What follows belongs to an exercise in optimizing a design on an open flow for small area and a short achievable clock period; a production flow would make more cautious choices.
The RTL was checked by simulation tests, not by an equivalence proof against the original design.
The clock port is modelled as an ideal driver; clocking choices that lean on that would not hold on a real chip.
No activity file was given, so power comes from the tool's default toggle rates.

<file path="flow/flow/run.sh">
#!/bin/bash
# Standard synthesis, then the standard ORFS layout steps with: a larger
# setup repair margin (timing repair keeps working past the 11 ns clock,
# aiming at a period near what the design can reach), resizing not held to
# the same cell footprint, buf_4 as the port buffers, and clock tree sink
# clusters of at most 22 sinks within 60 um with no dummy loads. Each
# step's full output goes to its own log in the work folder.
set -euo pipefail
bash standard.sh synth > synth.log 2>&1
bash standard.sh SETUP_SLACK_MARGIN=6.8 MATCH_CELL_FOOTPRINT=0 \
	"BUFFER_PORTS_ARGS=-buffer_cell sky130_fd_sc_hd__buf_4" \
	"CTS_ARGS=-sink_clustering_enable -repair_clock_nets -sink_clustering_size 22 -sink_clustering_max_diameter 60 -dont_use_dummy_load" \
	finish > layout.log 2>&1
</file>
<file path="flow/standard.sh">
#!/bin/bash
# synth_recipe.tcl (not shown) runs the flow's synth.tcl, then flattens the netlist and writes it again
# the make line also repeats each setting of config.mk as NAME=value (left out here)
make -C /OpenROAD-flow-scripts/flow DESIGN_CONFIG=/design/flow/config.mk WORK_HOME=/design/flow/orfs CLKGATE_MAP_FILE= SYNTH_SCRIPT=/design/flow/synth_recipe.tcl "${@:-finish}"
</file>
<file path="flow/config.mk">
export PLATFORM = sky130hd
export DESIGN_NAME = gm_packet_hub
export DESIGN_NICKNAME = gm_packet_hub
export VERILOG_FILES = /design/flow/design.v
export SDC_FILE = /design/flow/constraint.sdc
export NUM_CORES = 4
export LEC_CHECK = 0
export CAP_MARGIN = 20
export CORE_MARGIN = 2
export CORE_UTILIZATION = 55
export PLACE_DENSITY = 0.62
export SETUP_SLACK_MARGIN = 5
export SLEW_MARGIN = 20
export SYNTH_HIERARCHICAL = 1
export SYNTH_MEMORY_MAX_BITS = 16384
export TNS_END_PERCENT = 50
</file>
<file path="flow/design.v">
`timescale 1ns/1ps
package gm_pkg;
	localparam int PB_AW = 9;  
	localparam int PB_DW = 16;  
	localparam int PB_HALF = 256;  
	localparam int PLAYER_BLOCK = 64;  
	localparam int NUM_PLAYERS = 2;
	localparam int PLAYER_W = 2;  
	localparam int ROUND_WAIT = 200;  
	localparam int TIMER_W = 8;  
	localparam int DEST_W = 48;  
	localparam int OWN_W = 3;
	localparam logic [OWN_W-1:0] OWN_IDLE = 3'd0;
	localparam logic [OWN_W-1:0] OWN_TX = 3'd1;
	localparam logic [OWN_W-1:0] OWN_RX = 3'd2;
	localparam logic [OWN_W-1:0] OWN_PROC_READ = 3'd3;
	localparam logic [OWN_W-1:0] OWN_PROC_WRITE = 3'd4;
	localparam int ST_W = 4;
	localparam logic [ST_W-1:0] ST_RESET_TIMER = 4'd0;
	localparam logic [ST_W-1:0] ST_COUNTDOWN = 4'd1;
	localparam logic [ST_W-1:0] ST_INTERRUPT = 4'd2;
	localparam logic [ST_W-1:0] ST_INIT_SEND = 4'd3;
	localparam logic [ST_W-1:0] ST_READ_PB = 4'd4;
	localparam logic [ST_W-1:0] ST_SEND = 4'd5;
	localparam logic [ST_W-1:0] ST_WAIT_ACK = 4'd6;
	localparam logic [ST_W-1:0] ST_INIT_RECEIVE = 4'd7;
	localparam logic [ST_W-1:0] ST_RECEIVE_PACKETS = 4'd8;
	localparam logic [ST_W-1:0] ST_WAIT_UNTIL_LOW = 4'd9;
	localparam logic [ST_W-1:0] ST_RECEIVE_WRITE = 4'd10;
	localparam logic [ST_W-1:0] ST_NEXT_ADDRESS = 4'd11;
	localparam logic [ST_W-1:0] ST_TRANSMIT_PLAYERS = 4'd12;
	localparam logic [ST_W-1:0] ST_REQUEST_TX = 4'd13;
	localparam logic [ST_W-1:0] ST_TX_COMPLETE = 4'd14;
	localparam logic [ST_W-1:0] ST_TX_NEXT = 4'd15;
	localparam int RX_ST_W = 2;
	localparam logic [RX_ST_W-1:0] RX_NEXT = 2'd0;
	localparam logic [RX_ST_W-1:0] RX_WAIT = 2'd1;
	localparam logic [RX_ST_W-1:0] RX_START = 2'd2;
	localparam logic [RX_ST_W-1:0] RX_DO = 2'd3;
endpackage
`timescale 1ns/1ps
import gm_pkg::*;
module pb_word
	(
	input logic system_clk,
	input logic we,
	input logic [PB_DW-1:0] d,
	output logic [PB_DW-1:0] q
	);
	always_ff @(posedge system_clk)
	begin
		if (we)
		begin
			q <= d;
		end
	end
endmodule
module pb_rd2
	(
	input logic s0_n,
	input logic s1_n,
	input logic m0,
	input logic m1,
	output logic y
	);
	assign y = ~((m0 | s0_n) & (m1 | s1_n));
endmodule
module pb_nand4
	(
	input logic a,
	input logic b,
	input logic c,
	input logic d,
	output logic y
	);
	assign y = ~(a & b & c & d);
endmodule
module pb_nor2
	(
	input logic a,
	input logic b,
	output logic y
	);
	assign y = ~(a | b);
endmodule
module packet_buffer
	(
	input logic system_clk,
	input logic [PB_AW-1:0] address,  
	input logic [PB_DW-1:0] wdata,  
	input logic wren,  
	output logic [PB_DW-1:0] q  
	);
	localparam int NW = 1 << PB_AW;
	logic [7:0] w_lo, w_mid, w_hi;
	logic [PB_DW-1:0] pd;
	logic [7:0] r_lo, r_mid, r_hi;
	always_comb
	begin
		for (int k = 0; k < 8; k++)
		begin
			r_lo[k] = (address[2:0] == 3'(k));
			r_mid[k] = (address[5:3] == 3'(k));
			r_hi[k] = (address[8:6] == 3'(k));
		end
	end
	logic [NW-1:0] we;  
	logic [NW-1:0] rs_n;  
	logic [PB_DW-1:0] m [0:NW-1];  
	logic [PB_DW-1:0] l1 [0:NW/2-1];  
	logic [PB_DW-1:0] l2 [0:NW/4-1];  
	logic [PB_DW-1:0] l3 [0:NW/16-1];  
	logic [PB_DW-1:0] l4 [0:NW/32-1];  
	logic [PB_DW-1:0] l5 [0:NW/128-1];  
	genvar i, b;
	generate
		for (i = 0; i < NW; i++)
		begin : g_w
			assign we[i] = w_lo[i % 8] && w_mid[(i / 8) % 8] && w_hi[i / 64];
			assign rs_n[i] = !(r_lo[i % 8] && r_mid[(i / 8) % 8] && r_hi[i / 64]);
			pb_word u_word (
				.system_clk (system_clk),
				.we (we[i]),
				.d (pd),
				.q (m[i])
			);
		end
		for (b = 0; b < PB_DW; b++)
		begin : g_bit
			for (i = 0; i < NW / 2; i++)
			begin : g_l1
				pb_rd2 u_rd (
					.s0_n (rs_n[2 * i]),
					.s1_n (rs_n[2 * i + 1]),
					.m0 (m[2 * i][b]),
					.m1 (m[2 * i + 1][b]),
					.y (l1[i][b])
				);
			end
			for (i = 0; i < NW / 4; i++)
			begin : g_l2
				pb_nor2 u_nor (
					.a (l1[2 * i][b]),
					.b (l1[2 * i + 1][b]),
					.y (l2[i][b])
				);
			end
			for (i = 0; i < NW / 16; i++)
			begin : g_l3
				pb_nand4 u_nand (
					.a (l2[4 * i][b]),
					.b (l2[4 * i + 1][b]),
					.c (l2[4 * i + 2][b]),
					.d (l2[4 * i + 3][b]),
					.y (l3[i][b])
				);
			end
			for (i = 0; i < NW / 32; i++)
			begin : g_l4
				pb_nor2 u_nor (
					.a (l3[2 * i][b]),
					.b (l3[2 * i + 1][b]),
					.y (l4[i][b])
				);
			end
			for (i = 0; i < NW / 128; i++)
			begin : g_l5
				pb_nand4 u_nand (
					.a (l4[4 * i][b]),
					.b (l4[4 * i + 1][b]),
					.c (l4[4 * i + 2][b]),
					.d (l4[4 * i + 3][b]),
					.y (l5[i][b])
				);
			end
		end
	endgenerate
	logic hit;
	logic [PB_DW-1:0] fd;
	assign hit = wren || (|(w_lo & r_lo) && |(w_mid & r_mid) && |(w_hi & r_hi));
	assign fd = wren ? wdata : pd;
	logic [PB_DW-1:0] part_r [0:3];
	always_ff @(posedge system_clk)
	begin
		w_lo <= wren ? r_lo : '0;
		w_mid <= r_mid;
		w_hi <= r_hi;
		pd <= wdata;
		part_r[0] <= hit ? ~fd : l5[0];
		for (int j = 1; j < 4; j++)
		begin
			part_r[j] <= hit ? '0 : l5[j];
		end
	end
	assign q = ~(part_r[0] | part_r[1] | part_r[2] | part_r[3]);
endmodule
`timescale 1ns/1ps
import gm_pkg::*;
module buffer_arbiter
	(
	input logic system_clk,
	input logic rst_n,
	input logic transmitting,
	input logic rx_claim,
	input logic sending,
	input logic receiving,
	input logic [PB_AW-1:0] rx_address,  
	input logic [PB_DW-1:0] rx_wdata,
	input logic rx_wren,
	input logic [PB_AW-1:0] tx_address,  
	input logic [PB_AW-1:0] rd_address,  
	input logic [PB_AW-1:0] wr_address,  
	input logic [PB_DW-1:0] wr_wdata,
	input logic wr_wren,
	output logic [PB_AW-1:0] mem_address,  
	output logic [PB_DW-1:0] mem_wdata,
	output logic mem_wren
	);
	logic own_tx, own_rx, own_rd, own_wr;  
	always_ff @(posedge system_clk or negedge rst_n)
	begin
		if (!rst_n)
		begin
			own_tx <= 1'b0;
			own_rx <= 1'b0;
			own_rd <= 1'b0;
			own_wr <= 1'b0;
		end
		else if (transmitting || rx_claim || sending || receiving)
		begin
			own_tx <= transmitting;
			own_rx <= !transmitting && rx_claim;
			own_rd <= !transmitting && !rx_claim && sending;
			own_wr <= !transmitting && !rx_claim && !sending;
		end
	end
	assign mem_address = ({PB_AW{own_tx}} & tx_address) | ({PB_AW{own_rx}} & rx_address)
		| ({PB_AW{own_rd}} & rd_address) | ({PB_AW{own_wr}} & wr_address);
	assign mem_wdata = ({PB_DW{own_rx}} & rx_wdata) | ({PB_DW{own_wr}} & wr_wdata);
	assign mem_wren = (own_rx && rx_wren) || (own_wr && wr_wren);
endmodule
`timescale 1ns/1ps
import gm_pkg::*;
module rx_admit
	(
	input logic system_clk,
	input logic rst_n,
	input logic rx_empty,
	input logic bus_free,
	input logic rx_waiting,
	output logic rx_claim,
	output logic move_packet
	);
	logic [RX_ST_W-1:0] state;
	assign rx_claim = !rx_empty && bus_free;
	always_ff @(posedge system_clk or negedge rst_n)
	begin
		if (!rst_n)
		begin
			state <= RX_START;
			move_packet <= 1'b0;
		end
		else
		begin
			case (state)
				RX_START:
				begin
					if (rx_claim)
					begin
						state <= RX_WAIT;
						move_packet <= 1'b1;  
					end
				end
				RX_WAIT:
				begin
					if (rx_waiting)
					begin
						state <= RX_DO;
						move_packet <= 1'b0;  
					end
				end
				RX_DO:
				begin
					state <= rx_waiting ? RX_DO : RX_NEXT;  
				end
				RX_NEXT:
				begin
					state <= rx_waiting ? RX_START : RX_NEXT;  
				end
			endcase
		end
	end
endmodule
`timescale 1ns/1ps
import gm_pkg::*;
module proc_exchange
	(
	input logic system_clk,
	input logic rst_n,
	input logic round_start,
	input logic rx_empty,
	input logic proc_ready,
	input logic proc_ack,
	input logic proc_data_ready,
	input logic proc_done,
	input logic tx_ready,
	input logic [PB_DW-1:0] proc_wdata,
	output logic bus_free,
	output logic sending,
	output logic receiving,
	output logic transmitting,
	output logic proc_request,
	output logic proc_valid,
	output logic proc_irq,
	output logic send_ship,
	output logic [PB_DW-1:0] proc_data,
	output logic [DEST_W-1:0] dest_address,
	output logic [PB_AW-1:0] player_base,
	output logic [PB_AW-1:0] rd_address,  
	input logic [PB_DW-1:0] rd_q,  
	output logic [PB_AW-1:0] wr_address,  
	output logic [PB_DW-1:0] wr_wdata,
	output logic wr_wren
	);
	logic [ST_W-1:0] state;
	logic [TIMER_W-1:0] timer;  
	logic [PB_AW-1:0] count;  
	logic [PB_AW-1:0] wr_addr;  
	logic wr_en;
	logic [PB_DW-1:0] wr_data;  
	logic [PLAYER_W-1:0] player;  
	assign rd_address = count;  
	assign wr_address = wr_addr;
	assign wr_wdata = wr_data;
	assign wr_wren = wr_en;
	always_ff @(posedge system_clk or negedge rst_n)
	begin
		if (!rst_n)
		begin
			state <= ST_RESET_TIMER;
			timer <= '0;
			count <= '0;
			wr_addr <= '0;
			wr_en <= 1'b0;
			player <= '0;
			bus_free <= 1'b1;
			sending <= 1'b0;
			receiving <= 1'b0;
			transmitting <= 1'b0;
			proc_request <= 1'b0;
			proc_valid <= 1'b0;
			proc_irq <= 1'b0;
			send_ship <= 1'b0;
		end
		else
		begin
			proc_irq <= 1'b0;  
			send_ship <= 1'b0;
			case (state)
				ST_RESET_TIMER:
				begin
					timer <= '0;
					bus_free <= 1'b1;  
					transmitting <= 1'b0;
					state <= round_start ? ST_COUNTDOWN : ST_RESET_TIMER;
				end
				ST_COUNTDOWN:
				begin
					if (timer != TIMER_W'(ROUND_WAIT))
					begin
						timer <= timer + 1'b1;  
					end
					count <= PB_AW'(PB_HALF);
					if (timer == TIMER_W'(ROUND_WAIT) && rx_empty)
					begin
						state <= ST_INTERRUPT;  
					end
				end
				ST_INTERRUPT:
				begin
					proc_irq <= 1'b1;
					proc_request <= 1'b1;
					bus_free <= 1'b0;  
					sending <= 1'b1;
					state <= ST_INIT_SEND;
				end
				ST_INIT_SEND:
				begin
					if (proc_ready)
					begin
						proc_request <= 1'b0;
						state <= ST_READ_PB;
					end
				end
				ST_READ_PB:
				begin
					state <= proc_ack ? ST_READ_PB : ST_SEND;  
				end
				ST_SEND:
				begin
					proc_valid <= 1'b1;  
					count <= count + 1'b1;
					state <= ST_WAIT_ACK;
				end
				ST_WAIT_ACK:
				begin
					if (proc_ack)
					begin
						proc_valid <= 1'b0;
						state <= (count == '0) ? ST_INIT_RECEIVE : ST_READ_PB;  
					end
				end
				ST_INIT_RECEIVE:
				begin
					sending <= 1'b0;
					receiving <= 1'b1;
					wr_addr <= '0;
					wr_en <= 1'b0;
					player <= '0;
					state <= ST_RECEIVE_PACKETS;
				end
				ST_RECEIVE_PACKETS:
				begin
					if (proc_done)
					begin
						state <= ST_TRANSMIT_PLAYERS;
					end
					else if (proc_data_ready)
					begin
						state <= ST_WAIT_UNTIL_LOW;
					end
				end
				ST_WAIT_UNTIL_LOW:
				begin
					state <= proc_data_ready ? ST_WAIT_UNTIL_LOW : ST_RECEIVE_WRITE;
				end
				ST_RECEIVE_WRITE:
				begin
					wr_en <= 1'b1;  
					state <= ST_NEXT_ADDRESS;
				end
				ST_NEXT_ADDRESS:
				begin
					wr_en <= 1'b0;
					wr_addr <= wr_addr + 1'b1;
					state <= ST_RECEIVE_PACKETS;
				end
				ST_TRANSMIT_PLAYERS:
				begin
					receiving <= 1'b0;
					transmitting <= 1'b1;
					if (tx_ready && transmitting)
					begin
						send_ship <= 1'b1;
						state <= ST_REQUEST_TX;
					end
				end
				ST_REQUEST_TX:
				begin
					state <= tx_ready ? ST_REQUEST_TX : ST_TX_COMPLETE;  
				end
				ST_TX_COMPLETE:
				begin
					state <= tx_ready ? ST_TX_NEXT : ST_TX_COMPLETE;  
				end
				ST_TX_NEXT:
				begin
					player <= player + 1'b1;
					if (player == PLAYER_W'(NUM_PLAYERS - 1))
					begin
						state <= ST_RESET_TIMER;
					end
					else
					begin
						state <= ST_TRANSMIT_PLAYERS;
					end
				end
			endcase
		end
	end
	always_ff @(posedge system_clk)
	begin
		if (state == ST_SEND)
		begin
			proc_data <= rd_q;  
		end
		if ((state == ST_RECEIVE_PACKETS || state == ST_WAIT_UNTIL_LOW) && proc_data_ready)
		begin
			wr_data <= proc_wdata;  
		end
		if (state == ST_TRANSMIT_PLAYERS)
		begin
			dest_address <= DEST_W'(player) + DEST_W'(1);  
			player_base <= PB_AW'(player) * PB_AW'(PLAYER_BLOCK);
		end
	end
endmodule
`timescale 1ns/1ps
import gm_pkg::*;
module gm_packet_hub
	(
	input logic system_clk,
	input logic rst_n,
	input logic round_start,
	input logic rx_empty,  
	input logic rx_waiting,
	input logic rx_wren,
	input logic proc_ready,
	input logic proc_ack,
	input logic proc_data_ready,
	input logic proc_done,
	input logic tx_ready,
	input logic [PB_AW-1:0] rx_address,
	input logic [PB_AW-1:0] tx_address,
	input logic [PB_DW-1:0] rx_data,
	input logic [PB_DW-1:0] proc_wdata,
	output logic move_packet,
	output logic send_ship,
	output logic proc_request,
	output logic proc_valid,
	output logic proc_irq,
	output logic [PB_DW-1:0] pb_q,
	output logic [PB_DW-1:0] proc_data,
	output logic [DEST_W-1:0] dest_address,
	output logic [PB_AW-1:0] player_base
	);
	logic bus_free;  
	logic sending;
	logic receiving;
	logic transmitting;
	logic rx_claim;
	logic [PB_AW-1:0] rd_address;  
	logic [PB_AW-1:0] wr_address;  
	logic [PB_DW-1:0] wr_wdata;
	logic wr_wren;
	logic [PB_AW-1:0] mem_address;  
	logic [PB_DW-1:0] mem_wdata;
	logic mem_wren;
	logic [PB_DW-1:0] mem_q;
	assign pb_q = mem_q;  
	packet_buffer u_packet_buffer (
		.system_clk (system_clk),
		.address (mem_address),
		.wdata (mem_wdata),
		.wren (mem_wren),
		.q (mem_q)
	);
	buffer_arbiter u_buffer_arbiter (
		.system_clk (system_clk),
		.rst_n (rst_n),
		.transmitting (transmitting),
		.rx_claim (rx_claim),
		.sending (sending),
		.receiving (receiving),
		.rx_address (rx_address),
		.rx_wdata (rx_data),
		.rx_wren (rx_wren),
		.tx_address (tx_address),
		.rd_address (rd_address),
		.wr_address (wr_address),
		.wr_wdata (wr_wdata),
		.wr_wren (wr_wren),
		.mem_address (mem_address),
		.mem_wdata (mem_wdata),
		.mem_wren (mem_wren)
	);
	rx_admit u_rx_admit (
		.system_clk (system_clk),
		.rst_n (rst_n),
		.rx_empty (rx_empty),
		.bus_free (bus_free),
		.rx_waiting (rx_waiting),
		.rx_claim (rx_claim),
		.move_packet (move_packet)
	);
	proc_exchange u_proc_exchange (
		.system_clk (system_clk),
		.rst_n (rst_n),
		.round_start (round_start),
		.rx_empty (rx_empty),
		.proc_ready (proc_ready),
		.proc_ack (proc_ack),
		.proc_data_ready (proc_data_ready),
		.proc_done (proc_done),
		.tx_ready (tx_ready),
		.proc_wdata (proc_wdata),
		.bus_free (bus_free),
		.sending (sending),
		.receiving (receiving),
		.transmitting (transmitting),
		.proc_request (proc_request),
		.proc_valid (proc_valid),
		.proc_irq (proc_irq),
		.send_ship (send_ship),
		.proc_data (proc_data),
		.dest_address (dest_address),
		.player_base (player_base),
		.rd_address (rd_address),
		.rd_q (mem_q),
		.wr_address (wr_address),
		.wr_wdata (wr_wdata),
		.wr_wren (wr_wren)
	);
endmodule
</file>
<file path="flow/constraint.sdc">
create_clock -name core_clock -period 11.0 [get_ports {system_clk}]
set_input_delay 2.2000 -clock core_clock [delete_from_list [all_inputs] [get_ports {system_clk}]]
set_output_delay 2.2000 -clock core_clock [all_outputs]
set_load 0.01 [all_outputs]
</file>
==> metrics.yaml, run 1 <==
status:
  outcome: "finished with violations"
  failed_checks: "antenna violations"
cells_and_area:
  fin_cells: 25454
  layout-drive-gt1-share: 0.1273
  fill_cells: 38153
  areaGrowthSynthToFinish_pct: 12.53
  multiInputGateArea_um2: 54120
  ff_latch_area_um2: 250600
  fin_nets: 18224
placement:
  gp_congestion: 0.9123
  pre_cts_slack_ps: 3506
  place.detailed.instances: 24475
  dp_hpwl_um: 566200
  place.port_buffers: 102
run:
  max-cap-violations: 0
hold_path:
  holdPathStages: 1
  hold_end: "u_proc_exchange.proc_request"
  hp-class: "reg2reg"
  hp-start: "u_proc_exchange.proc_request"
synth:
  synth-edff-count: 8229
  syn_inst: 17215
  syn_area_per_cell_um2: 17.31
  synth_top_flop_cell: "edfxtp_1"
  async_reset_ff_frac: 0.005727
  synth-seq-cells: 8381
  synth_cell_types: 76
  mappedNetlistArea_um2: 298000
  ys.warnings.count: 19
  seq_area_frac_synth: 0.8403
setup_path:
  path_buf_inv: 6
  worst_setup_path_end_kind: "register"
  r2r-end: "u_packet_buffer.g_w[371].u_word.q[14]"
  critPathLaunch: "tx_address[8]"
  start_kind: "input pin"
  cp_slowest_cell: "nand4_1"
  reg2reg_from: "u_packet_buffer.w_lo[3]"
  rrSetupSlack_ps: 6850
  crit_path_cell_trace: "buf_4 > a22oi_2 > nand2_2 > buf_12 > clkinvlp_4 > nor3b_2 > clkbuf_16 > buf_4 > buf_12 > nand2_4 > o22ai_1 > nor2_1 > nand4_1 > nor2_4 > nand4_1 > and2_1"
  cp.required_ps: 11990
  worst_path_dominant_cell_family: "simple AND/OR/NAND/NOR gates"
  r2r_cells: 3
  cp.arrival_ps: 5520
  cp_max_fo: 16
  max_stage_delay_ps: 350
  path_class: "in2reg"
global_routing:
  antenna_found_initial: 57
  grtUsageTotal: 0.3348
  grt_max_degree: 175
  grt_pass1_vias: 162199
  grt-ovfl-total: 0
  grt_first_pass_wirelength_um: 1286000
floorplan:
  core-area_um2: 540200
  fp.dieW_um: 740.1
  fp.dieArea_um2: 547700
  num_rows: 270
  initial_core_util: 0.5516
  num_io_pins: 155
  die_y_um: 740.1
timing:
  setup_viol: 0
  tns_ps: 0
  worst_pin_slew_ps: 1307
  rsz0062_at_grt: "yes"
  slew_headroom: 0.1284
  fmax_mhz: 220.5
  period_share: 0.4123
  clock_skew_ps: 108.0
  hold_ws_ps: 492.3
  finalHoldViolations: 0
  slew_viol_final: 0
  layout_min_cycle_time_ps: 4536
  worst_slack_ps: 6464
detailed_routing:
  vias_per_cell: 7.028
  dr.max_layer_used: "met5"
  route.met3.wl_um: 125000
  via_count: 178891
  met1Wirelength_um: 346200
  antenna_left: 2
  wirelength_um: 958200
  dr.first_iter.drc_count: 32611
  wl_met2_um: 432900
  wl_per_cell_um: 37.64
  drc: 0
  drt_first_pass_iters: 6
clock_tree:
  h-tree-depth: 6
  numCtsBuffers: 540
  root_buffer: "clkbuf_16"
  cts.sink_count: 8381
  cts_buffer_depth: 4
  clk_latency_ps: 1130
  cts_tree: "built"
  clkSlewWorstSetupHoldPaths_ps: 70
pwr:
  powerDensity_nw_per_um2: 172.1
  switchingPower_mw: 12.85
  ir_drop_uv: 167.4
  p_comb_frac: 0.058
  clkPwrFrac: 0.320
  finalPower_mw: 57.72
  seqPwrFrac: 0.623
  p_sw_frac: 0.2226
  leakagePower_nw: 109.8
  power.internal_mw: 44.87
==> per-module statistics from Yosys (local to each module, per instance), a selection <==
module / cells / times used / cell area (um2)
packet_buffer: 1628 / 1 / 9609
proc_exchange: 329 / 1 / 3761
buffer_arbiter: 66 / 1 / 516.7
pb_word: 16 / 512 / 480.5
rx_admit: 24 / 1 / 224.0
pb_nand4: 1 / 576 / 6.256
pb_rd2: 1 / 4096 / 6.256
pb_nor2: 1 / 2304 / 3.754
==> registers in the layout, summed over array words and instances, names as in the netlist, 2 cells and up <==
register and flops:
u_proc_exchange.count 9, u_packet_buffer.pd 16, u_proc_exchange.state 4, u_proc_exchange.dest_address 3, u_proc_exchange.proc_data 16, u_proc_exchange.wr_addr 9
u_proc_exchange.wr_data 16, u_rx_admit.state 2, u_proc_exchange.player_base 2, u_packet_buffer.w_lo 8, u_proc_exchange.timer 8, u_packet_buffer.w_mid 8
u_packet_buffer.g_w.u_word.q 8192, u_packet_buffer.w_hi 8, u_proc_exchange.player 2, u_packet_buffer.part_r 64
==> power by group through the flow <==
stage | Sequential [mW] | Combinational [mW] | Clock, mW
after floorplan | 36.3 | 0.806 | 0
after global placement | 36.6 | 2.36 | 0
after detailed placement | 36.5 | 2.42 | 0
after CTS | 35.9 | 2.96 | 18.6
after global routing | 35.9 | 3.36 | 19.6
final | 35.9 | 3.32 | 18.5
==> cell families (layout without fill, tap and decap cells) <==
family                   count (synthesis)  after routing  synth area share
other                                    1            148        0.00001258
AO/OA/AOI/OAI                         4258           4258           0.08985
adder cells (fa/ha/maj)                 12             12         0.0004955
XOR/XNOR                                 5              5         0.0001470
flip-flops                            8381           8381            0.8403
buffers and inverters                  354           1212          0.005307
AND/OR/NAND/NOR                       4190           4216           0.06338
multiplexers                            14             14         0.0005122
==> Yosys cell counts (6+ instances only) <==
| library cell | n | area (um2) |
|---|---|---|
| clkbuf_1 | 241 | 904.6 |
| dfrtp_1 | 46 | 1151 |
| nand3_1 | 11 | 55.05 |
| inv_1 | 28 | 105.1 |
| o22ai_1 | 4097 | 25630 |
| a22o_1 | 20 | 175.2 |
| nor2_1 | 2404 | 9024 |
| buf_2 | 16 | 80.08 |
| and3_1 | 519 | 3247 |
| nor4_1 | 20 | 125.1 |
| nand2_1 | 547 | 2053 |
| o21ai_0 | 44 | 220.2 |
| nand4_1 | 588 | 3679 |
| ha_1 | 11 | 137.6 |
| nor2b_1 | 10 | 62.56 |
| edfxtp_1 | 8229 | 247100 |
| buf_4 | 55 | 412.9 |
| and2_1 | 49 | 306.5 |
| dfxtp_1 | 104 | 2082 |
| a21oi_1 | 12 | 60.06 |
| mux2i_1 | 13 | 130.1 |
| nand2b_1 | 10 | 62.56 |
| a31oi_1 | 6 | 37.54 |
| o31a_1 | 17 | 148.9 |
| a22oi_1 | 35 | 262.8 |
==> placed cells by master, fill, tap and decap left out, drive strengths merged, types with 17 or more instances in the layout <==
master,instances
a22o,20
a22oi,35
dfrtp,46
o21ai,45
diode,96
o22ai,4097
inv,28
clkbuf,567
and2,50
buf,614
dfxtp,104
and3,520
nor4,21
nand2,568
nor2,2405
edfxtp,8229
nand4,588
conb,52
o31a,17
==> how the worst max path moves through the flow <==
stage | end | slack [ps] | cells after the start
finish | u_packet_buffer.part_r[2][5] | 6460 | 16
global route | pb_q[0] | 6630 | 2
CTS | pb_q[7] | 6600 | 3
detailed placement | u_packet_buffer.part_r[0][0] | 3510 | 13
global placement | u_packet_buffer.part_r[0][0] | 3510 | 13
floorplan | u_packet_buffer.part_r[0][0] | 6510 | 14
==> cell type report <==
class,count,area share
clock buffer,540,0.04030
timing repair buffer,641,0.02289
antenna,96,0.0007164
inverter,31,0.0003582
tap,7208,0.02690
multi-input combinational,8557,0.1614
sequential,8381,0.7474
==> repair_timing <==
item,CTS,global route
gates cloned,26,34
pin swaps,181,178
hold buffers,0,0
gates resized for setup,1450,501
buffers inserted,148,132
setup endpoints to repair,80,80
==> stage by stage <==
stage               cell area, um2    util
floorplan                   298300       -
global placement            309000  0.5721
detailed placement          309500  0.5730
CTS                         330600  0.6120
global route                335100  0.6203
finish                      335300  0.6208
==> metal layers <==
layer / GRT usage / vias up
met5: 0 / -
met4: 0.1649 / 10
met3: 0.07803 / 1745
met2: 0.5018 / 12500
met1: 0.4675 / 92158
li1: - / 72478
==> run 2: changes to the inputs <==
==> flow/flow/run.sh (replaced) <==
#!/bin/bash
# Standard synthesis, then the standard ORFS layout steps with: a larger
# setup repair margin (timing repair keeps working past the 11 ns clock,
# aiming at a period near what the design can reach), resizing not held to
# the same cell footprint, buf_4 as the port buffers, and one more repair
# pass after CTS and after global routing. Each step's full output goes to
# its own log in the work folder.
set -euo pipefail
F=$(pwd)/flow
bash standard.sh synth > synth.log 2>&1
bash standard.sh SETUP_SLACK_MARGIN=6.9 MATCH_CELL_FOOTPRINT=0 \
	"BUFFER_PORTS_ARGS=-buffer_cell sky130_fd_sc_hd__buf_4" \
	POST_CTS_TCL=$F/post_cts.tcl POST_GLOBAL_ROUTE_TCL=$F/post_grt.tcl \
	finish > layout.log 2>&1
==> flow/flow/post_cts.tcl (new file) <==
# Runs at the end of ORFS's CTS step: more setup repair passes on the
# placement parasitics, then legalize.
log_cmd estimate_parasitics -placement
repair_timing_helper -setup
detailed_placement
check_placement -verbose
log_cmd estimate_parasitics -placement
report_worst_slack -max
==> flow/flow/post_grt.tcl (new file) <==
# Runs at the end of ORFS's global route step: more setup repair passes on
# the global-route parasitics, then legalize, reroute the changed nets and
# write the route guides again for detailed routing.
log_cmd estimate_parasitics -global_routing
repair_timing_helper -setup
log_cmd global_route -start_incremental
log_cmd detailed_placement
log_cmd global_route -end_incremental
check_placement -verbose
log_cmd estimate_parasitics -global_routing
report_worst_slack -max
write_guides $::env(RESULTS_DIR)/route.guide
--- a/flow/config.mk
+++ b/flow/config.mk
@@ -7,8 +7,10 @@
 export LEC_CHECK = 0
 export CAP_MARGIN = 20
 export CORE_MARGIN = 2
-export CORE_UTILIZATION = 55
-export PLACE_DENSITY = 0.62
+export CORE_UTILIZATION = 60
+export CTS_CLUSTER_DIAMETER = 50
+export CTS_CLUSTER_SIZE = 16
+export PLACE_DENSITY = 0.68
 export SETUP_SLACK_MARGIN = 5
 export SLEW_MARGIN = 20
 export SYNTH_HIERARCHICAL = 1
==> metrics.yaml, run 2 <==
floorplan:
  num_rows: 258
  fp.dieArea_um2: 502300
  die_y_um: 708.7
  core-area_um2: 494200
  fp.dieW_um: 708.7
  num_io_pins: 155
  initial_core_util: 0.6029
synth:
  synth_top_flop_cell: "edfxtp_1"
  mappedNetlistArea_um2: 298000
  syn_area_per_cell_um2: 17.31
  post-synth-top-area-fraction: 0.8293
  synth-seq-cells: 8381
  synth_cell_types: 76
  synth.most_common_cell: "edfxtp_1"
  syn_inst: 17215
  yosys.area.top_type: "edfxtp_1"
  seq_area_frac_synth: 0.8403
  synth.area.top_cells: "edfxtp_1 83%, o22ai_1 8.6%, nor2_1 3.0%"
  ys.warnings.count: 19
  async_reset_ff_frac: 0.005727
  synth-edff-count: 8229
  synthTopCellsByCount: "8229 x edfxtp_1, 4097 x o22ai_1, 2404 x nor2_1"
setup_path:
  reg2reg_from: "u_packet_buffer.w_lo[6]"
  max_stage_delay_ps: 390
  cp.arrival_ps: 5450
  path_class: "in2reg"
  start_kind: "input pin"
  cp_max_fo: 16
  crit_path_cell_trace: "buf_6 > a22oi_2 > nand2_4 > nor2b_4 > nand2_4 > buf_4 > nor2_4 > nand2_2 > o22ai_1 > nor2_2 > nand4_1 > nor2_1 > nand4_1 > o21ai_4 > a22oi_1"
  rrSetupSlack_ps: 6780
  r2r_cells: 3
  cp.required_ps: 11970
  worst_setup_path_end_kind: "register"
  r2r-end: "u_packet_buffer.g_w[206].u_word.q[6]"
  cp_slowest_cell: "nand2_2"
pwr:
  clkPwrFrac: 0.380
  seqPwrFrac: 0.565
  powerDensity_nw_per_um2: 182.6
  p_sw_frac: 0.2295
  leakagePower_nw: 115.6
  p_comb_frac: 0.056
  switchingPower_mw: 14.63
  power.internal_mw: 49.10
  ir_drop_uv: 203.4
clock_tree:
  cts_tree: "built"
  clkSlewWorstSetupHoldPaths_ps: 60
  clk_latency_ps: 1160
  cts.sink_count: 8381
placement:
  place.port_buffers: 102
  place_area_um2: 308500
  dp_hpwl_um: 568000
  gp_congestion: 0.9280
detailed_routing:
  vias_per_cell: 7.249
  via_count: 187230
  dr.first_iter.drc_count: 35675
  drc: 0
  drt_first_pass_iters: 6
  wl_per_cell_um: 38.25
  wirelength_um: 987900
  antenna_left: 0
cells_and_area:
  layout-drive-gt1-share: 0.1787
  largest_reg_flops: 8192
  fin_nets: 18629
  final_cell_mix: "8229 x edfxtp_1, 3795 x o22ai_1, 1896 x nor2_1"
  postLayoutCellArea_um2: 348900
  final_common_cell: "edfxtp_1"
  largest_registers: "u_packet_buffer.g_w.u_word.q: 8192 flops, u_packet_buffer.part_r: 64 flops"
  areaGrowthSynthToFinish_pct: 17.10
  regMostFlops: "u_packet_buffer.g_w.u_word.q"
global_routing:
  grt_pass1_vias: 167822
  antenna_found_initial: 50
  grt-ovfl-total: 0
  grt_first_pass_wirelength_um: 1309000
  grtUsageTotal: 0.3744
  grt_max_degree: 166
timing:
  worst_pin_slew_ps: 1279
  period_share: 0.4079
  setup_viol: 0
  fmax_mhz: 222.9
  layout_min_cycle_time_ps: 4487
  clock_skew_ps: 90.12
  slew_headroom: 0.1471
  tns_ps: 0
  slew_viol_final: 0
  finalHoldViolations: 0
hold_path:
  holdPathStages: 1
  hp-start: "u_proc_exchange.proc_request"
  hold_end: "u_proc_exchange.proc_request"
  hp-class: "reg2reg"
status:
  outcome: "complete, no violations"
run:
  max-cap-violations: 0
[run 2: through the flow]
step	total power, mW	hold slack, ps	utilization	setup WS (ps)	std cells
2_1_floorplan	37.14	454.9	-	6511	17266
3_3_place_gp	38.89	460.7	0.6238	3615	23885
3_5_place_dp	38.94	470.2	0.6242	3772	23894
6_report	63.72	481.1	0.7060	6513	25827
[run 2: cell type report]
cell class	count	area, um2
repair buffers	897	10380
clock buffers	818	17630
clock inverters	315	3854
flip-flops and latches	8381	250700
inverters	31	121.4
fillers	29782	145300
multi-input cells	8577	57510
diodes	178	445.4
well taps	6630	8295
[run 2: per-layer routing]
| metal | up-vias | routed length [um] | global-route usage |
|---|---|---|---|
| li1 | 73921 | - | - |
| met1 | 94629 | 331700 | 0.5076 |
| met2 | 15851 | 437000 | 0.5495 |
| met3 | 2813 | 147000 | 0.1065 |
| met4 | 16 | 72070 | 0.2169 |
| met5 | - | 172 | 0.0006729 |
[run 2: power by group through the flow]
stage / clock (mW) / sequential [mW] / combinational, mW
6_report: 24.2 / 36.0 / 3.54
3_3_place_gp: 0 / 36.6 / 2.33
2_1_floorplan: 0 / 36.3 / 0.806
3_5_place_dp: 0 / 36.6 / 2.38
[run 2: how the worst max path moves through the flow]
stage                        from                             to  slack (ps)  depth (start not counted)
floorplan           tx_address[0]   u_packet_buffer.part_r[0][0]        6510                         14
global placement    tx_address[5]   u_packet_buffer.part_r[0][0]        3620                         14
detailed placement  tx_address[3]  u_packet_buffer.part_r[0][15]        3770                         13
finish              tx_address[1]  u_packet_buffer.part_r[0][14]        6510                         15
[run 2: logic make-up (layout without fill, tap and decap cells)]
family / after synthesis / count (layout) / synth area share
AOI/OAI and AO/OA: 4258 / 4261 / 0.08985
and+or+nand+nor: 4190 / 4233 / 0.06338
muxes: 14 / 14 / 0.0005122
buffers and inverters: 354 / 2061 / 0.005307
other: 1 / 230 / 0.00001258
xor gates and xnor gates: 5 / 5 / 0.0001470
DFF: 8381 / 8381 / 0.8403
adders and majority gates: 12 / 12 / 0.0004955
[run 2: critical path: cells and delay by family]
| kind | cells | cell delay [ps] |
|---|---|---|
| compound gates | 4 | 830 |
| simple gates | 9 | 2100 |
| buf+inv | 2 | 270 |
[run 2: modules after synthesis, one instance, submodules excluded, excerpt]
| module | times used | flops+latches |
|---|---|---|
| packet_buffer | 1 | 104 |
| proc_exchange | 1 | 78 |
| buffer_arbiter | 1 | 4 |
| pb_word | 512 | 16 |
| rx_admit | 1 | 3 |
| pb_nand4 | 576 | 0 |
| pb_rd2 | 4096 | 0 |
| pb_nor2 | 2304 | 0 |
==> run 3: changes to the inputs <==
--- a/flow/config.mk
+++ b/flow/config.mk
@@ -8,8 +8,6 @@
 export CAP_MARGIN = 20
 export CORE_MARGIN = 2
 export CORE_UTILIZATION = 60
-export CTS_CLUSTER_DIAMETER = 50
-export CTS_CLUSTER_SIZE = 16
 export PLACE_DENSITY = 0.68
 export SETUP_SLACK_MARGIN = 5
 export SLEW_MARGIN = 20
==> metrics.yaml, run 3 <==
status:
  outcome: "complete, no violations"
floorplan:
  core-area_um2: 494200
  num_io_pins: 155
  initial_core_util: 0.6029
  fp.dieW_um: 708.7
  fp.dieArea_um2: 502300
  die_y_um: 708.7
  num_rows: 258
synth:
  synth-seq-cells: 8381
  post-synth-top-area-fraction: 0.8293
  yosys.area_share.xor_xnor: 0.0001470
  synth_compound_area_frac: 0.08985
  syn_inst: 17215
  synth-edff-count: 8229
  synth.most_common_cell: "edfxtp_1"
  ys.warnings.count: 19
  synth.area.top_cells: "edfxtp_1 83%, o22ai_1 8.6%, nor2_1 3.0%"
  synthTopCellsByCount: "8229 x edfxtp_1, 4097 x o22ai_1, 2404 x nor2_1"
  synth_cell_types: 76
  syn_area_per_cell_um2: 17.31
  yosys-mux-area-fraction: 0.0005123
  yosys.area_share.simple: 0.06338
  mappedNetlistArea_um2: 298000
  synth_top_family_by_area: "compound AO/OA/AOI/OAI gates"
  yosys.area_share.adder: 0.0004955
  async_reset_ff_frac: 0.005727
  yosys.area.top_type: "edfxtp_1"
  synth_top_flop_cell: "edfxtp_1"
  seq_area_frac_synth: 0.8403
timing:
  period_share: 0.4071
  finalHoldViolations: 0
  fmax_mhz: 223.3
  setup_viol: 0
  worst_pin_slew_ps: 1291
  worst_slack_ps: 6522
  clock_skew_ps: 74.18
  tns_ps: 0
  slew_viol_final: 0
  layout_min_cycle_time_ps: 4478
  slew_headroom: 0.1391
detailed_routing:
  vias_per_cell: 7.220
  antenna_left: 0
  dr.max_layer_used: "met5"
  route.met3.wl_um: 149100
  dr.first_iter.drc_count: 35142
  via_count: 188722
  wirelength_um: 993900
  drt_first_pass_iters: 19
  wl_met2_um: 437700
  wl_per_cell_um: 38.02
  met1Wirelength_um: 331600
  drc: 0
clock_tree:
  clk_latency_ps: 1190
  clkSlewWorstSetupHoldPaths_ps: 60
  cts.sink_count: 8381
  cts_tree: "built"
setup_path:
  worst_setup_path_end_kind: "register"
  cp.required_ps: 12050
  reg2reg_from: "u_buffer_arbiter.own_wr"
  crit_path_end: "u_packet_buffer.part_r[0][10]"
  critPathLaunch: "tx_address[1]"
  rrSetupSlack_ps: 6630
  path_class: "in2reg"
  r2r-end: "u_packet_buffer.part_r[0][10]"
  cp_max_fo: 8
  cp.arrival_ps: 5530
  r2r_cells: 18
  start_kind: "input pin"
pwr:
  ir_drop_uv: 182.6
  p_sw_frac: 0.2267
  power.internal_mw: 51.02
  clkPwrFrac: 0.401
  p_comb_frac: 0.053
  switchingPower_mw: 14.96
  finalPower_mw: 65.97
  seqPwrFrac: 0.546
  powerDensity_nw_per_um2: 187.6
  leakagePower_nw: 117.4
cells_and_area:
  largest_registers: "u_packet_buffer.g_w.u_word.q: 8192 flops, u_packet_buffer.part_r: 64 flops"
  fill_cells: 29598
  largest_reg_flops: 8192
  final_cell_mix: "8229 x edfxtp_1, 3840 x o22ai_1, 1919 x nor2_1"
  areaGrowthSynthToFinish_pct: 18.04
  fin_nets: 18779
  final_common_cell: "edfxtp_1"
  layout-drive-gt1-share: 0.1786
  ff_latch_area_um2: 250700
  regMostFlops: "u_packet_buffer.g_w.u_word.q"
  multiInputGateArea_um2: 57070
  fin_cells: 26140
placement:
  place.port_buffers: 102
  pre_cts_slack_ps: 3772
  place.detailed.instances: 23894
  dp_hpwl_um: 568000
  gp_congestion: 0.9280
global_routing:
  antenna_found_initial: 61
  grt_first_pass_wirelength_um: 1316000
  grt_pass1_vias: 169596
  grt-ovfl-total: 0
  grtUsageTotal: 0.3761
  grt_max_degree: 166
run:
  max-cap-violations: 0
hold_path:
  hp-class: "reg2reg"
[run 3: cell counts after synthesis]
No cell type changed its count.
[run 3: metrics by stage]
| step | cell area, um2 | hold slack (ps) | util |
|---|---|---|---|
| finish | 351700 | 479.9 | 0.7117 |
| floorplan | 298300 | 454.9 | - |
| global placement | 308300 | 460.7 | 0.6238 |
| detailed placement | 308500 | 470.2 | 0.6242 |
[run 3: area by class of cell]
class                           instances  area share
Inverter                               31   0.0003379
Antenna cell                          132   0.0009391
Multi-Input combinational cell       8581      0.1623
Clock buffer                         1069     0.06075
Sequential cell                      8381      0.7127
Clock inverter                        396    0.009957
Timing Repair Buffer                  920     0.02944
Tap cell                             6630     0.02358
[run 3: cell families (layout without fill, tap and decap cells)]
family | Yosys count | in the layout
AND/OR/NAND/NOR | 4190 | 4237
buffers and inverters | 354 | 2416
flip-flops | 8381 | 8381
AO/OA/AOI/OAI | 4258 | 4261
XOR/XNOR | 5 | 5
adder cells (fa/ha/maj) | 12 | 12
multiplexers | 14 | 14
other | 1 | 184
[run 3: power by group through the flow]
stage	logic, mW	clock network, mW	registers, mW
2_1_floorplan	0.806	0	36.3
3_3_place_gp	2.33	0	36.6
3_5_place_dp	2.38	0	36.6
6_report	3.51	26.4	36.0
[run 3: worst max-delay path: stages]
cell and delay, ps:
buf_6 90, a22oi_2 270, nand2_2 110, buf_12 160, buf_6 120, nor2b_4 150
buf_6 120, nand2b_4 80, buf_12 160, buf_6 120, nor2_4 190, buf_12 260
buf_8 190, nand2_8 90, o22ai_1 370, nor2_1 80, nand4_1 170, nor2_1 120
nand4_1 110, o21ai_0 90, a22oi_1 160
[run 3: per-layer routing]
| metal | up-vias | global-route usage |
|---|---|---|
| met5 | - | 0 |
| met4 | 32 | 0.2186 |
| met3 | 2926 | 0.1061 |
| met2 | 16146 | 0.5512 |
| met1 | 95190 | 0.5112 |
| li1 | 74428 | - |
[run 3: per-module statistics from Yosys (local to each module, per instance), excerpt]
module | cells inside | flops+latches | area [um2]
packet_buffer | 1628 | 104 | 9609
proc_exchange | 329 | 78 | 3761
buffer_arbiter | 66 | 4 | 516.7
pb_word | 16 | 16 | 480.5
rx_admit | 24 | 3 | 224.0
pb_nand4 | 1 | 0 | 6.256
pb_rd2 | 1 | 0 | 6.256
pb_nor2 | 1 | 0 | 3.754
[run 3: worst min path at each step]
stage | slack [ps] | start | cells past startpoint | endpoint
2_1_floorplan | 450 | u_proc_exchange.wr_addr[8] | 1 | u_proc_exchange.wr_addr[8]
6_report | 480 | u_proc_exchange.proc_request | 1 | u_proc_exchange.proc_request
3_3_place_gp | 460 | u_proc_exchange.proc_request | 1 | u_proc_exchange.proc_request
3_5_place_dp | 470 | u_proc_exchange.proc_request | 1 | u_proc_exchange.proc_request

[port drivers added, routing unchanged]
In the flow no input, the clock included, has a driving cell. The finished layouts below were timed again as built, in two steps. Step 1, drivers: a clkbuf_16 drives system_clk and a buf_2 each remaining input, both assumed. Step 2 also shifts input and output timing later by t, the mid clock arrival at the registers, as if the neighbouring blocks saw the same clock. a / b / c = no drivers / after step 1 / after step 2; a / b = the first two.
run | t, ns | slack for setup (ns) | clock arrival spread, ns | worst slew at a driven data input, ns
run 1 | 1.200 | 6.464 / 6.470 / 5.352 | 0.114 / 0.114 | 0.32
run 2 | 1.244 | 6.513 / 6.496 / 5.359 | 0.091 / 0.091 | 0.08
run 3 | 1.275 | 6.522 / 6.489 / 5.336 | 0.079 / 0.078 | 0.09
For run 3, which loses most, drivers alone change the setup slack by -0.033 ns; drivers and shift together by -1.186 ns.
